What follows belongs to an exercise in optimizing a design on an open flow for small area and a short achievable clock period; a production flow would make more cautious choices. In this exercise RTL edits were held to simulation tests only and were not proved equivalent to the original. No activity file was given, so power comes from the tool's default toggle rates.

File: design.v
package gpio_axis_pkg;
    localparam int MAX_CH = 16;
    typedef logic [3:0] ch_idx_t;
    function automatic integer clog2(input integer v);
        integer r, i;
        begin
            r = 0;
            for (i = 0; i < 31; i = i + 1)
                if ((1 << i) < v) r = i + 1;
            clog2 = r;
        end
    endfunction
    function automatic integer ch_width(input integer n);
        ch_width = (n <= 1) ? 1 : clog2(n);
    endfunction
    function automatic integer addr_width(input integer depth);
        addr_width = (depth <= 1) ? 1 : clog2(depth);
    endfunction
endpackage
module gpio_axis_chan_fifo #(
    parameter int DATA_WIDTH = 32,
    parameter int DEPTH      = 16,
    parameter int WEN_EDGE   = 1
) (
    input  logic                  clk,
    input  logic                  rst_n,
    input  logic                  clr,
    input  logic                  wen,
    input  logic [DATA_WIDTH-1:0] wdata,
    input  logic                  pop,
    output logic [DATA_WIDTH-1:0] rd_data,
    output logic                  empty,
    output logic                  overflow
);
    localparam int AW = gpio_axis_pkg::addr_width(DEPTH);
    localparam int CW = gpio_axis_pkg::clog2(DEPTH + 1);
    logic [DATA_WIDTH-1:0] mem [DEPTH];
    logic [AW-1:0]         wptr, rptr;
    logic [CW-1:0]         count;
    logic                  wen_q;
    logic                  push, full, wr_en;
    assign push    = (WEN_EDGE != 0) ? (wen & ~wen_q) : wen;
    assign full    = (count == CW'(DEPTH));
    assign empty   = (count == '0);
    assign wr_en   = push & ~full;
    assign rd_data = mem[rptr];
    always_ff @(posedge clk) begin
        if (rst_n && !clr && wr_en)
            mem[wptr] <= wdata;
    end
    always_ff @(posedge clk) begin
        if (!rst_n) begin
            wen_q    <= 1'b0;
            wptr     <= '0;
            rptr     <= '0;
            count    <= '0;
            overflow <= 1'b0;
        end else if (clr) begin
            wen_q    <= wen;
            wptr     <= '0;
            rptr     <= '0;
            count    <= '0;
            overflow <= 1'b0;
        end else begin
            wen_q <= wen;
            if (wr_en)
                wptr <= (wptr == AW'(DEPTH - 1)) ? '0 : wptr + 1'b1;
            if (push && full)
                overflow <= 1'b1;
            if (pop)
                rptr <= (rptr == AW'(DEPTH - 1)) ? '0 : rptr + 1'b1;
            case ({wr_en, pop})
                2'b10:   count <= count + 1'b1;
                2'b01:   count <= count - 1'b1;
                default: ;
            endcase
        end
    end
endmodule
module gpio_to_axis_mux_fifo #(
    parameter int NUM_CH     = 4,
    parameter int DATA_WIDTH = 32,
    parameter int DEPTH      = 16,
    parameter int WEN_EDGE   = 1,
    parameter int BURST_LEN  = 8
) (
    input  logic                         clk,
    input  logic                         rst_n,
    input  logic                         clr,
    input  logic [NUM_CH-1:0]            wen,
    input  logic [NUM_CH*DATA_WIDTH-1:0] wdata,
    output logic [NUM_CH-1:0]            overflow,
    output logic [DATA_WIDTH-1:0]        m_axis_tdata,
    output logic [gpio_axis_pkg::ch_width(NUM_CH)-1:0] m_axis_tdest,
    output logic                         m_axis_tlast,
    output logic                         m_axis_tvalid,
    input  logic                         m_axis_tready
);
    localparam int CH_W = gpio_axis_pkg::ch_width(NUM_CH);
    logic [NUM_CH-1:0]                 empty;
    logic [NUM_CH-1:0]                 pop;
    logic [NUM_CH-1:0][DATA_WIDTH-1:0] dout;
    logic [CH_W-1:0] rr_ptr;    
    logic [CH_W-1:0] gnt, cand;
    logic            gnt_vld, load, beat_last;
    int              idx;
    for (genvar i = 0; i < NUM_CH; i++) begin : g_ch
        gpio_axis_chan_fifo #(
            .DATA_WIDTH (DATA_WIDTH),
            .DEPTH      (DEPTH),
            .WEN_EDGE   (WEN_EDGE)
        ) u_fifo (
            .clk      (clk),
            .rst_n    (rst_n),
            .clr      (clr),
            .wen      (wen[i]),
            .wdata    (wdata[(i)*(DATA_WIDTH) +: (DATA_WIDTH)]),
            .pop      (pop[i]),
            .rd_data  (dout[i]),
            .empty    (empty[i]),
            .overflow (overflow[i])
        );
    end
    assign beat_last = (BURST_LEN >= 1);
    always_comb begin
        gnt_vld = 1'b0;
        gnt     = '0;
        cand    = '0;
        idx     = 0;
        for (int k = NUM_CH - 1; k >= 0; k--) begin
            idx = int'(rr_ptr) + k;
            if (idx >= NUM_CH) idx = idx - NUM_CH;
            cand = CH_W'(idx);
            if (!empty[cand]) begin
                gnt_vld = 1'b1;
                gnt     = cand;
            end
        end
    end
    assign load = gnt_vld & (~m_axis_tvalid | m_axis_tready);
    always_comb begin
        pop = '0;
        if (load) pop[gnt] = 1'b1;
    end
    always_ff @(posedge clk) begin
        if (!rst_n || clr) begin
            m_axis_tvalid <= 1'b0;
            m_axis_tdata  <= '0;
            m_axis_tdest  <= '0;
            m_axis_tlast  <= 1'b0;
            rr_ptr        <= '0;
        end else if (load) begin
            m_axis_tvalid <= 1'b1;
            m_axis_tdata  <= dout[gnt];
            m_axis_tdest  <= gnt;
            m_axis_tlast  <= beat_last;
            rr_ptr        <= (gnt == CH_W'(NUM_CH - 1)) ? '0 : gnt + 1'b1;
        end else if (m_axis_tready) begin
            m_axis_tvalid <= 1'b0;
        end
    end
endmodule
File: run.sh
#!/bin/bash
# synth_recipe.tcl (not shown) runs the flow's synth.tcl, then flattens the netlist and writes it again
# the make line also repeats each setting of config.mk as NAME=value (left out here)
make -C /OpenROAD-flow-scripts/flow DESIGN_CONFIG=/design/flow/config.mk WORK_HOME=/design/flow/orfs CLKGATE_MAP_FILE= SYNTH_SCRIPT=/design/flow/synth_recipe.tcl finish
File: config.mk
export PLATFORM = sky130hd
export DESIGN_NAME = gpio_to_axis_mux_fifo
export DESIGN_NICKNAME = gpio_to_axis_mux_fifo
export VERILOG_FILES = /design/flow/design.v
export SDC_FILE = /design/flow/constraint.sdc
export NUM_CORES = 4
export LEC_CHECK = 0
export CAP_MARGIN = 20
export CORE_MARGIN = 2
export CORE_UTILIZATION = 40
export SLEW_MARGIN = 20
File: constraint.sdc
create_clock -name core_clock -period 5.0 [get_ports {clk}]
set_input_delay 1.0000 -clock core_clock [delete_from_list [all_inputs] [get_ports {clk}]]
set_output_delay 1.0000 -clock core_clock [all_outputs]
set_load 0.01 [all_outputs]
==> impl_metrics.ini <==
[finish]
fin_cells = 6971
fillers = 17000
areaGrowthSynthToFinish_pct = 15.6
drive_above_1_share_pct = 27.0
fin_nets = 4245

[route]
via_per_inst = 5.71
drt_pass1_iterations = 5
dr_total_vias = 39800
post_drt_wl_per_cell_um = 29.6
drt-total-wl_um = 206000
drtAntennaViolNets = 0
drt-initial-drc-count = 4364
route.detailed.drc = 0

[logic_synthesis]
synth_seq_area_share_pct = 76.8
yosysTopAreaCellShare_pct = 74.0
synth_fp_nets = 3926
yosysWarnings = 2
synth_area_mm2 = 0.0831
ys_top_cells_by_area = edfxtp_1 74%, mux4_2 16%, dfxtp_1 2.7%, a22oi_1 0.86%, clkbuf_1 0.56%
ys_seq_elements = 2162
yosysMostFrequentCell = edfxtp_1
synth_area_per_cell_um2 = 22.1
synthDistinctLibCells = 64
syn_inst = 3754
synthArstFlopShare_pct = 0
synthTopCellsByCount = 2048 x edfxtp_1, 576 x mux4_2, 125 x clkbuf_1
yosys_most_used_dff = edfxtp_1
synth_top_area_cell = edfxtp_1
synth-edff-count = 2048

[clock_network]
cts_buffers = 213
path_clk_slew_ps = 60
clock_latency_ps = 850
cts-root-buf = clkbuf_16
holdBufCountCts = 0
cts_max_level = 4
post_cts_buffers = 0
ctsResizeCount = 0
cts.path.max_buffers = 3
cts_tree = done
clock-sinks = 2162

[die]
row_count = 167
io_pins = 176
fp.dieH_um = 460
core_region_area_mm2 = 0.207
die_area_mm2 = 0.211
die_w_um = 460
start_util_pct = 40.2

[hold_path]
hold_path.class = flop to flop

[global_route]
grt_use_total_pct = 19.5
antenna_found_initial = 33
grt_max_degree = 64
met1_usage_pct = 27.1
use_met3_pct = 3.68
grt_pass1_wl_um = 295000
grt_overflow_total = 0
grt-busiest-layer = met2
first_global_vias = 40200
use_met2_pct = 30.9

[placement]
dp.cells = 6562
dpl.hpwl_um = 121000
routabilityCongestion = 0.834
portBuffers = 175

[worst_setup_path]
required_ps = 5730
worst-path-buf-inv = 2
crit_fanout = 12
critPathTopFamily = simple AND/OR/NAND/NOR gates
slowest_stage = or3_1
crit_type = flop to flop
cp-end-kind = flop
cp-start-kind = flop
max_stage_delay_ps = 610
arrival_ps = 5290
crit_chain = nor4_2 -> and2b_1 -> a21oi_1 -> or3_1 -> inv_1 -> ha_1 -> nand2_1 -> inv_1 -> ha_1 -> xor2_1 -> ha_1 -> o21a_1 -> o22a_1 -> a21oi_1 -> xor2_1 -> or3_1 -> a21oi_1

[pwr]
power_density_mw_per_mm2 = 437
p_leak_nw = 29.4
max-vdd-ir-drop_mv = 0.470

[run]
maxCapViolCount = 0

[sta]
clock_skew_ps = 48.6
finalHoldViolCount = 0
rsz0062_at_grt = false
slew_violations = 0
max_freq_mhz = 219
post-route-period-util_pct = 91.3
setup_viol = 0
period_minus_slack_ps = 4560
tightest_slew_ps = 1120
slew_headroom_pct = 25.3
finalSetupTns_ps = 0

[outcome]
outcome = finished clean
## flip-flops by register name, summed over array words and instances, names as in the netlist, named ones only
name                  flops
m_axis_tdata             32
g_ch.u_fifo.rptr         16
g_ch.u_fifo.wptr         16
g_ch.u_fifo.count        20
g_ch.u_fifo.mem        2048
m_axis_tvalid             1
g_ch.u_fifo.wen_q         4
m_axis_tdest              2
g_ch.u_fifo.overflow      4
rr_ptr                    2
m_axis_tlast              1
## metal layers
layer,part of all wire [%],routed length [um]
met5,0.070,145
met4,3.6,7480
met3,7.0,14400
met2,48,98800
met1,42,85700
## cells by family (layout without fill, tap and decap cells)
family	count (synthesis)	in the layout	share of synthesized area, %
adders and majority gates	36	36	0.542
xor gates and xnor gates	25	25	0.264
buffers and inverters	245	745	1.25
and+or+nand+nor	318	318	1.94
muxes	617	617	16.2
AOI/OAI and AO/OA	351	351	2.99
DFF	2162	2162	76.8
other	0	13	0
## placed cells by master, fill, tap and decap left out, drive strengths merged, types with 32 or more instances in the layout
cell type and n:
nor2 68, clkbuf 259, nand3 49, dfxtp 114, mux4 576, a22oi 95
o21ai 56, clkdlybuf4s50 175, clkinv 99, edfxtp 2048, a221o 32, a21oi 75
buf 143, nand2 86, inv 40, ha 36
## area by class of cell
cell class	count	area, um2	area share, %
clock inverters	137	1320	1.38
inverters	31	116	0.121
repair buffers	318	3140	3.27
flip-flops and latches	2162	63800	66.4
multi-input cells	1347	18700	19.4
well taps	2704	3380	3.52
diodes	13	32.5	0.0339
clock buffers	259	5580	5.81
## power breakdown
part / internal, mW / switching [mW]
Clock: 9.02 / 6.82
Combinational: 2.45 / 3.14
Sequential: 20.0 / 0.507
## path summary, 6_finish.rpt
path,from,to,slack (ps),cells after the start
worst min-delay path,g_ch[3].u_fifo.rptr[0]$_SDFFE_PP0N_,flop,500,2
worst max-delay path,g_ch[1].u_fifo.count[1]$_SDFFE_PP0P_,g_ch[3].u_fifo.count[4]$_SDFFE_PP0P_,440,17
worst max register to register,g_ch[1].u_fifo.count[1]$_SDFFE_PP0P_,g_ch[3].u_fifo.count[4]$_SDFFE_PP0P_,440,17
worst min register to register,g_ch[3].u_fifo.rptr[0]$_SDFFE_PP0N_,flop,500,2
## worst reg2reg max path, cell delays in order (launching register included)
cell     delay, ps
dfxtp_1        390
nor4_2         540
and2b_1        320
a21oi_1        150
or3_1          610
inv_1          160
ha_1           230
nand2_1        150
inv_1          110
ha_1           370
xor2_1         120
ha_1           220
o21a_1         180
o22a_1         200
a21oi_1        170
xor2_1          90
or3_1          310
a21oi_1        140
## stage by stage
stage	util [%]	hold slack, ps	area (um2)	power (mW)	setup WS (ps)
3_5_place_dp	43.1	494	89100	26.6	358
4_1_cts	46.4	505	96000	42.4	470
5_1_grt	46.4	543	96000	43.4	138
2_1_floorplan	-	438	83100	24.2	-408
6_report	46.4	504	96100	42.0	437
3_3_place_gp	43.1	492	89100	26.5	333

[separate check: timing with driven ports]
In the flow no input, the clock included, has a driving cell. The finished layout below was timed again as built, in two steps.
Step 1 (the two cells are an assumption about what drives the block):
set clk [get_ports {clk}]
set_driving_cell -lib_cell sky130_fd_sc_hd__clkbuf_16 $clk
set_driving_cell -lib_cell sky130_fd_sc_hd__buf_2 [delete_from_list [all_inputs] $clk]
Step 2 moves the port delays by t, midway between the first and last clock arrival at a register: inputs arrive t later, outputs are due t later. That takes back most of the time a late clock gives input paths.
a / b / c = ideal / step 1 / step 2; a / b = the first two.
t, ns: 0.911
setup WS [ns]: 0.437 / 0.437 / 0.289
slew at the worst register clock pin (ns): 0.06 / 0.06
After both steps setup and hold are still met in this run. The setup slack of this run moves by 0.000 ns with the drivers and by -0.148 ns with both steps.
